What follows belongs to an exercise in optimizing a design on an open flow for small area, a short achievable clock period and few clock cycles per item; a production flow would make more cautious choices.
RTL that was checked went through simulation tests only; none was proved equivalent to the original.

build 25:
==> flow/design.v (excerpt) <==
module nearest_palette_color_unit #(
  parameter int unsigned PALETTE_SIZE = 22
) (
  input  logic        clk_i,
  input  logic        rst_ni,
  input  logic        cfg_we_i,
  input  logic [21:0] cfg_wdata_i,
  input  logic        pixel_valid_i,
  output logic        pixel_ready_o,
  input  logic [31:0] pixel_word_i,
  output logic        result_valid_o,
  input  logic        result_ready_i,
  output logic [4:0]  color_index_o,
  output logic        none_enabled_o
);
For scale: roughly 3700 cells after synthesis, ~67 I/O pins, ~28000 um^2 of cells after synthesis.
export LEC_CHECK = 0
export ABC_AREA = 1
export CAP_MARGIN = 20
export CORE_MARGIN = 2
export CORE_UTILIZATION = 40
export SETUP_SLACK_MARGIN = 2.8
export SLEW_MARGIN = 20
create_clock -name core_clock -period 5.5 [get_ports {clk_i}]
run.sh (not shown) runs the stock make flow with config.mk's settings and CLKGATE_MAP_FILE= SYNTH_SCRIPT=/design/flow/synth_recipe.tcl, a recipe that flattens the netlist after the stock synthesis.
Build 25 has completed all stages; timing, DRC and antenna checks passed.
Relative to build 25, the following input files were edited for build 38:
- SETUP_SLACK_MARGIN changed from 2.8 to 2.6
- CORE_UTILIZATION changed from 40 to 60
[summary]
Worst slack at placement: lower on build 25
In build 38 the placed cell area turned out 1.6% lower than in build 25.
Build 38: critical path depth 6 below build 25
Build 38 finished all stages; the layout is clean.
In build 38 the share of layout cells above drive strength 1 turned out 7.7 points lower than in build 25.
Delta (build 38 minus build 25): sequential cell area share increased 2.6 points.
Of the two values seen for launching element of the worst setup path, px_q[2] was produced by build 25 and px_q[16] by build 38.
## Diff of input files: build 84 against build 38
- CORE_UTILIZATION changed from 60 to 40
[summary]
- Looking at count of clock-buffer cells in the layout across build 84 and build 38, the one that comes out higher is build 38.
- Run comparison: build 84 cell type of the slowest stage on the worst timing path sky130_fd_sc_hd__fa_2; build 38 cell type of the slowest stage on the worst timing path sky130_fd_sc_hd__dfxtp_2
- Build 84 ends up with a critical path depth that is 1 higher than in build 38.
- Clock skew after layout was lower in the run labelled build 84.
- Build 84 vs. build 38: final cell count rose by 351; final critical-path required period fell by 0.035 ns.
- Going from build 38 to build 84, number of global-route vias before repair shrank by a few percent.
- Diff build 38 -> build 84: post-DP HPWL went down by about 3.4%; core box area went up by 23000 um^2.
No run of this note included a check of the RTL's function; only the layout flow was run.


run 1:
Another version of the RTL of nearest_palette_color_unit (not shown whole).
Size in the first run: about 480 flip-flops, roughly 67 I/O pins.
export LEC_CHECK = 0
export ABC_AREA = 1
export CAP_MARGIN = 20
export CORE_MARGIN = 2
export CORE_UTILIZATION = 40
export CTS_BUF_LIST = sky130_fd_sc_hd__clkbuf_16
export CTS_CLUSTER_DIAMETER = 80
export CTS_CLUSTER_SIZE = 30
export SETUP_SLACK_MARGIN = 2.6
export SLEW_MARGIN = 20
create_clock -name core_clock -period 5.5 [get_ports {clk_i}]
Looking at the reports, run 1 completed the entire flow and the layout it produced met the timing, DRC and antenna checks.
Testbench counts of run 1, summed over its fixed seeds: cycles 16,040, items 16,000.
--- input diff run 1..run 2 ---
# run 1
export LEC_CHECK = 0
export ABC_AREA = 1
export CAP_MARGIN = 20
export CORE_MARGIN = 2
export CORE_UTILIZATION = 40
export CTS_BUF_LIST = sky130_fd_sc_hd__clkbuf_16
export CTS_CLUSTER_DIAMETER = 80
export CTS_CLUSTER_SIZE = 30
export SETUP_SLACK_MARGIN = 2.6
export SLEW_MARGIN = 20
create_clock -name core_clock -period 5.5 [get_ports {clk_i}]
# run 2
export LEC_CHECK = 0
export ABC_AREA = 1
export CAP_MARGIN = 20
export CORE_MARGIN = 2
export CORE_UTILIZATION = 35
export CTS_BUF_LIST = sky130_fd_sc_hd__clkbuf_16
export CTS_CLUSTER_DIAMETER = 80
export CTS_CLUSTER_SIZE = 34
export SETUP_SLACK_MARGIN = 2.6
export SLEW_MARGIN = 20
create_clock -name core_clock -period 5.5 [get_ports {clk_i}]
[summary]
- In the tables for run 2 and run 1, overall routing resource usage reads higher with run 1.
- Run 2 against run 1; wire length is up slightly.
- Of run 2 and run 1, the lower global-route wire length before repair belongs to run 1.
- Compared to run 1, run 2 was floorplanned on a bigger die.
Relative to run 2, the following input files were edited for run 3:
# run 2
export LEC_CHECK = 0
export ABC_AREA = 1
export CAP_MARGIN = 20
export CORE_MARGIN = 2
export CORE_UTILIZATION = 35
export CTS_BUF_LIST = sky130_fd_sc_hd__clkbuf_16
export CTS_CLUSTER_DIAMETER = 80
export CTS_CLUSTER_SIZE = 34
export SETUP_SLACK_MARGIN = 2.6
export SLEW_MARGIN = 20
create_clock -name core_clock -period 5.5 [get_ports {clk_i}]
# run 3
export LEC_CHECK = 0
export ABC_AREA = 1
export CAP_MARGIN = 20
export CORE_MARGIN = 2
export CORE_UTILIZATION = 40
export CTS_BUF_LIST = sky130_fd_sc_hd__clkbuf_16
export CTS_CLUSTER_DIAMETER = 80
export CTS_CLUSTER_SIZE = 30
export SETUP_SLACK_MARGIN = 2.7
export SLEW_MARGIN = 20
create_clock -name core_clock -period 5.5 [get_ports {clk_i}]
--- outcome ---
In run 3 relative to run 2, placed instance count had gone down by a few percent. [run 3] worst stage delay on the critical path rose 0.06 ns relative to run 2. Delta (run 3 minus run 2): layout cell share with drive strength beyond 1 went up by 3.8 points; count of buffers added by post-CTS timing repair for setup went up by 29. Relative to run 2, highest net fanout along the worst path has gone up in run 3. Summary: with run 2 as the reference, total of clock buffers placed in the layout in run 3 moved down by a few percent. Run 3: depth of the most critical reg-to-reg path higher than run 2. Looking at sequential portion of the cell area across run 2 and run 3, the one that comes out higher is run 2.


nearest_palette_color_unit again, from the RTL that the note above started with.
make LEC_CHECK=0 ABC_AREA=1 CAP_MARGIN=20 CORE_MARGIN=2 CORE_UTILIZATION=40 CTS_BUF_LIST=sky130_fd_sc_hd__clkbuf_8 CTS_CLUSTER_SIZE=20 SETUP_SLACK_MARGIN=2.6 SLEW_MARGIN=20 finish   # period 5.5 ns
Testbench counts at the start, summed over its fixed seeds: cycles 16,040, items 16,000.
Next try:
Settings changed: CTS_BUF_LIST sky130_fd_sc_hd__clkbuf_8 to sky130_fd_sc_hd__clkbuf_16, CTS_CLUSTER_DIAMETER from default to 80, CTS_CLUSTER_SIZE 20 to 32.
=> Die area is unchanged; count of clock-buffer cells in the layout decreases by 75; worst setup slack loses 0.0042 ns; routed wire length decreases by about 0.9%; cell area decreases by about 2.2%; global-route usage decreases by 0.44 points.
Next try:
Settings changed: CAP_MARGIN 20 to 10, CTS_CLUSTER_SIZE 32 to 30, SLEW_MARGIN 20 to 10.
The new run ran to the end with no violations.
Utilization decreases by 0.24 points.
Setup slack loses 0.0032 ns.
Wire length went down by 0.64%.
Next try:
Settings changed: CAP_MARGIN 10 to 20, CTS_BUF_LIST sky130_fd_sc_hd__clkbuf_16 to default, CTS_CLUSTER_DIAMETER 80 to default, CTS_CLUSTER_SIZE 30 to default, SLEW_MARGIN 10 to 20.
Final area is higher by a few percent. Wire length is higher slightly. Register-to-register slack barely changes. Final cell count is higher slightly. Core utilization is higher by 1.2 points. Maximum frequency is about the same. Via count is higher slightly. Worst setup slack gains 0.0062 ns. Die area does not change. Synthesized area is unchanged.


amber:
nearest_palette_color_unit, a different RTL version from the one above (not shown whole).
Size in the first run: ~3700 cells after synthesis, roughly 67 I/O pins, about 28000 um2 of cells after synthesis.
export LEC_CHECK = 0
export ABC_AREA = 1
export CAP_MARGIN = 20
export CORE_MARGIN = 2
export CORE_UTILIZATION = 40
export CTS_BUF_LIST = sky130_fd_sc_hd__clkbuf_16
export CTS_CLUSTER_DIAMETER = 80
export CTS_CLUSTER_SIZE = 30
export SETUP_SLACK_MARGIN = 2.6
export SLEW_MARGIN = 20
create_clock -name core_clock -period 5.5 [get_ports {clk_i}]
[inputs] raven vs amber
--- a/flow/config.mk
+++ b/flow/config.mk
@@ -12,3 +11,0 @@
-export CTS_BUF_LIST = sky130_fd_sc_hd__clkbuf_16
-export CTS_CLUSTER_DIAMETER = 80
-export CTS_CLUSTER_SIZE = 30
==> summary.txt <==
- Going from amber to raven, the layout overhead on the synthesized area was found to have gone up by 3.8 points.
- raven against amber; non-clock buffer count is up slightly.
Function was not checked in any run of this note: the RTL went through the layout flow alone.


== v48 ==
RTL: one of the versions met above, not the one the previous note started from.
For scale: roughly 3700 cells after synthesis, about 480 flip-flops, ~67 I/O pins, about 27000 um^2 of cells after synthesis.
export LEC_CHECK = 0
export ABC_AREA = 1
export CAP_MARGIN = 20
export CORE_MARGIN = 2
export CORE_UTILIZATION = 40
export SETUP_SLACK_MARGIN = 2.6
export SLEW_MARGIN = 20
export TNS_END_PERCENT = 0
create_clock -name core_clock -period 5.5 [get_ports {clk_i}]
v48 has completed all stages; timing, DRC and antenna checks passed.
Testbench counts of v48, summed over its fixed seeds: cycles 16,040, items 16,000.
Input-level comparison between v13 and v48:
- CTS_BUF_LIST newly set to sky130_fd_sc_hd__clkbuf_16
- TNS_END_PERCENT removed (was 0)
- CTS_CLUSTER_SIZE newly set to 34
- CTS_CLUSTER_DIAMETER newly set to 80
[summary]
Per the final summary, v13 finished and its layout is clean on timing, DRC and antenna.
v48 → v13: instance count on the critical path went down, level count of the clock H-tree went down, detailed router's first-iteration violation count went down.
Diff v48 -> v13: cell area saw a decrease, met3 wire length saw a decrease.
The run showing the greater fraction of standard cell area that is sequential is v13.
#### Input delta (v1 over v13)
- CTS_CLUSTER_SIZE removed (was 34)
- CTS_CLUSTER_DIAMETER removed (was 80)
- CTS_BUF_LIST removed (was sky130_fd_sc_hd__clkbuf_16)
- SETUP_SLACK_MARGIN changed from 2.6 to 2.5
Findings:
- Maximum root-to-sink buffer count across v13 and v1: no real change.
- Looking only at shortest period the worst path allows, and setting everything else aside, the lower value of v13 and v1 goes to v13.
--- input diff v1..v27 ---
- putting CTS_BUF_LIST at sky130_fd_sc_hd__clkbuf_16 where nothing was set
- putting CTS_CLUSTER_DIAMETER at 80 where nothing was set
- putting CTS_CLUSTER_SIZE at 30 where nothing was set
==> summary.txt <==
- Taking v1 as the reference, in v27 number of antenna violations at the first check in global routing fell 2; count of endpoints failing hold in the final timing report about even; pin count of the biggest net entering global routing about even.
- Run comparison: v27 worst setup path endpoint r0_1_key[9]; v1 worst setup path endpoint r0_16_key[9]
- The run showing the greater setup slack is v27.
- Delta (v27 minus v1): cell area after layout saw a decrease, total routed wire length on the met1 layer decreased 0.62%, routed length on met3 went down.
The inputs of v22 differ from those of v27 as listed below.
- SETUP_SLACK_MARGIN: 2.5 -> 2.6
- CTS_CLUSTER_SIZE: 30 -> 38
--- outcome ---
- v22: PASS, flow complete, no timing, DRC or antenna violations
- Of v27 and v22, the higher average detailed-routed wire length per instance belongs to v27.
- The lower sequential share of layout area of v27 and v22 is in v22.


nearest_palette_color_unit, a different RTL version from the one above (not shown whole).
Size: ~3600 cells after synthesis, about 67 I/O pins.
## nearest_palette_color_unit
module nearest_palette_color_unit #(
  parameter int unsigned PALETTE_SIZE = 22
) (
  input  logic        clk_i,
  input  logic        rst_ni,
  input  logic        cfg_we_i,
  input  logic [21:0] cfg_wdata_i,
  input  logic        pixel_valid_i,
  output logic        pixel_ready_o,
  input  logic [31:0] pixel_word_i,
  output logic        result_valid_o,
  input  logic        result_ready_i,
  output logic [4:0]  color_index_o,
  output logic        none_enabled_o
);
  function automatic logic [1:0] cmp_join(input logic [1:0] hi, input logic [1:0] lo);
    cmp_join = {hi[1] | (hi[0] & lo[1]), hi[1] | (hi[0] & lo[0])};
  endfunction
  function automatic logic ge_key(input logic [11:0] x, input logic [11:0] y);
    logic [23:0] p;
    logic [23:0] q;
    q = '0;
    for (int k = 0; k < 12; k++) p[2*k +: 2] = {x[k] & ~y[k], x[k] | ~y[k]};
    q[0 +: 2] = cmp_join(p[2 +: 2], p[0 +: 2]);
    q[2 +: 2] = cmp_join(p[6 +: 2], p[4 +: 2]);
    q[4 +: 2] = cmp_join(p[10 +: 2], p[8 +: 2]);
    q[6 +: 2] = cmp_join(p[14 +: 2], p[12 +: 2]);
    q[8 +: 2] = cmp_join(p[18 +: 2], p[16 +: 2]);
    q[10 +: 2] = cmp_join(p[22 +: 2], p[20 +: 2]);
    p[0 +: 2] = cmp_join(q[2 +: 2], q[0 +: 2]);
    p[2 +: 2] = cmp_join(q[6 +: 2], q[4 +: 2]);
    p[4 +: 2] = cmp_join(q[10 +: 2], q[8 +: 2]);
    q[0 +: 2] = cmp_join(p[2 +: 2], p[0 +: 2]);
    q[2 +: 2] = p[4 +: 2];
    p[0 +: 2] = cmp_join(q[2 +: 2], q[0 +: 2]);
    ge_key = p[0];
  endfunction
  logic [21:0] enable_mask_q;
  always_ff @(posedge clk_i or negedge rst_ni) begin
    if (!rst_ni) enable_mask_q <= 22'h3fffff;
  ...
make LEC_CHECK=0 ABC_AREA=1 CAP_MARGIN=20 CORE_MARGIN=2 CORE_UTILIZATION=40 SLEW_MARGIN=20 finish   # period 5.5 ns
Testbench counts at the start, summed over its fixed seeds: cycles 16,032, items 16,000.
Rerun with:
--- a/flow/config.mk
+++ b/flow/config.mk
@@ -10,3 +10,4 @@
 export CORE_MARGIN = 2
 export CORE_UTILIZATION = 40
+export SETUP_SLACK_MARGIN = 2.0
 export SLEW_MARGIN = 20
What happened: The changed run finished clean; global-route usage went up by 0.13 points; worst setup slack improved by 870 ps.


Setup of v6:
nearest_palette_color_unit with an RTL version that a note above also has.
For scale: roughly 2700 cells after synthesis, ~490 flip-flops, about 67 I/O pins, ~27000 um^2 of cells after synthesis.
export LEC_CHECK = 0
export CAP_MARGIN = 20
export CORE_MARGIN = 2
export CORE_UTILIZATION = 40
export SETUP_SLACK_MARGIN = 2.6
export SLEW_MARGIN = 20
create_clock -name core_clock -period 5.5 [get_ports {clk_i}]
Input changes introduced in v7 (baseline for comparison: v6):
- swapping 2.6 for 2.2 in SETUP_SLACK_MARGIN
- putting ABC_AREA at 1 where nothing was set
### Flow results
Having completed the whole flow, v7 delivered a layout that passed the timing, DRC and antenna checks.
The gate count of the mapped netlist in v7 is 1.4 times that in v6.
Worst hold slack after final layout essentially unchanged between v7 and v6.
For wire length, dividing the value from v7 by the value from v6 gives 0.939.
Path length in cells of the critical path down 1 in v7 wrt v6
No run of this note included a check of the RTL's function; only the layout flow was run.

## afterwards: timing with drivers on the ports
In the flow no input, the clock included, has a driving cell. The finished layouts below were timed again as built, in two steps. Step 1 sets driving cells, clkbuf_16 on the clock port and buf_2 on the other inputs (assumed; they add their load-dependent delay and slew). Step 2 also shifts input and output timing later by t, the mid clock arrival at the registers, as if the neighbouring blocks saw the same clock. Three values: ideal ports, drivers, drivers and shift; two values: the first two.
run | t (ns) | setup WS [ns] | worst hold slack (ns) | worst slew at a driven data input, ns
build 25 | 0.665 | 2.722 / 2.722 / 2.392 | 0.324 / 0.324 / 0.324 | 0.04
build 38 | 0.666 | 2.612 / 2.612 / 2.252 | 0.326 / 0.326 / 0.326 | 0.04
build 84 | 0.666 | 2.647 / 2.647 / 2.241 | 0.323 / 0.323 / 0.323 | 0.05
run 1 | 0.666 | 2.660 / 2.660 / 2.201 | 0.326 / 0.326 / 0.326 | 0.06
run 2 | 0.685 | 2.667 / 2.667 / 2.172 | 0.326 / 0.326 / 0.326 | 0.04
run 3 | 0.683 | 2.649 / 2.649 / 2.263 | 0.331 / 0.331 / 0.331 | 0.05
the first run of note 3 | 0.721 | 2.667 / 2.667 / 2.170 | 0.319 / 0.319 / 0.319 | 0.06
the second run of note 3 | 0.670 | 2.663 / 2.663 / 2.198 | 0.326 / 0.326 / 0.326 | 0.06
the third run of note 3 | 0.666 | 2.660 / 2.660 / 2.201 | 0.326 / 0.326 / 0.326 | 0.06
the fourth run of note 3 | 0.671 | 2.666 / 2.666 / 2.157 | 0.325 / 0.325 / 0.325 | 0.06
amber | 0.671 | 2.657 / 2.657 / 2.225 | 0.331 / 0.331 / 0.331 | 0.05
raven | 0.663 | 2.727 / 2.727 / 2.344 | 0.325 / 0.325 / 0.325 | 0.05
v48 | 0.673 | 2.574 / 2.574 / 2.193 | 0.317 / 0.317 / 0.317 | 0.06
v13 | 0.672 | 2.686 / 2.686 / 2.197 | 0.330 / 0.330 / 0.330 | 0.06
v1 | 0.663 | 2.600 / 2.600 / 2.174 | 0.323 / 0.323 / 0.323 | 0.05
v27 | 0.683 | 2.618 / 2.618 / 2.158 | 0.328 / 0.328 / 0.328 | 0.05
v22 | 0.671 | 2.669 / 2.669 / 2.187 | 0.326 / 0.326 / 0.326 | 0.06
the first run of note 6 | 0.645 | 1.282 / 1.282 / 1.282 | 0.322 / 0.322 / 0.322 | 0.05
the second run of note 6 | 0.645 | 2.157 / 2.157 / 2.157 | 0.322 / 0.322 / 0.322 | 0.05
v6 | 0.655 | 1.886 / 1.886 / 1.886 | 0.321 / 0.321 / 0.321 | 0.05
v7 | 0.659 | 2.331 / 2.331 / 1.904 | 0.323 / 0.323 / 0.323 | 0.05
After both steps setup and hold are still met in every run listed. The setup slack of the fourth run of note 3, which loses most, moves by 0.000 ns with the drivers and by -0.509 ns with both steps.
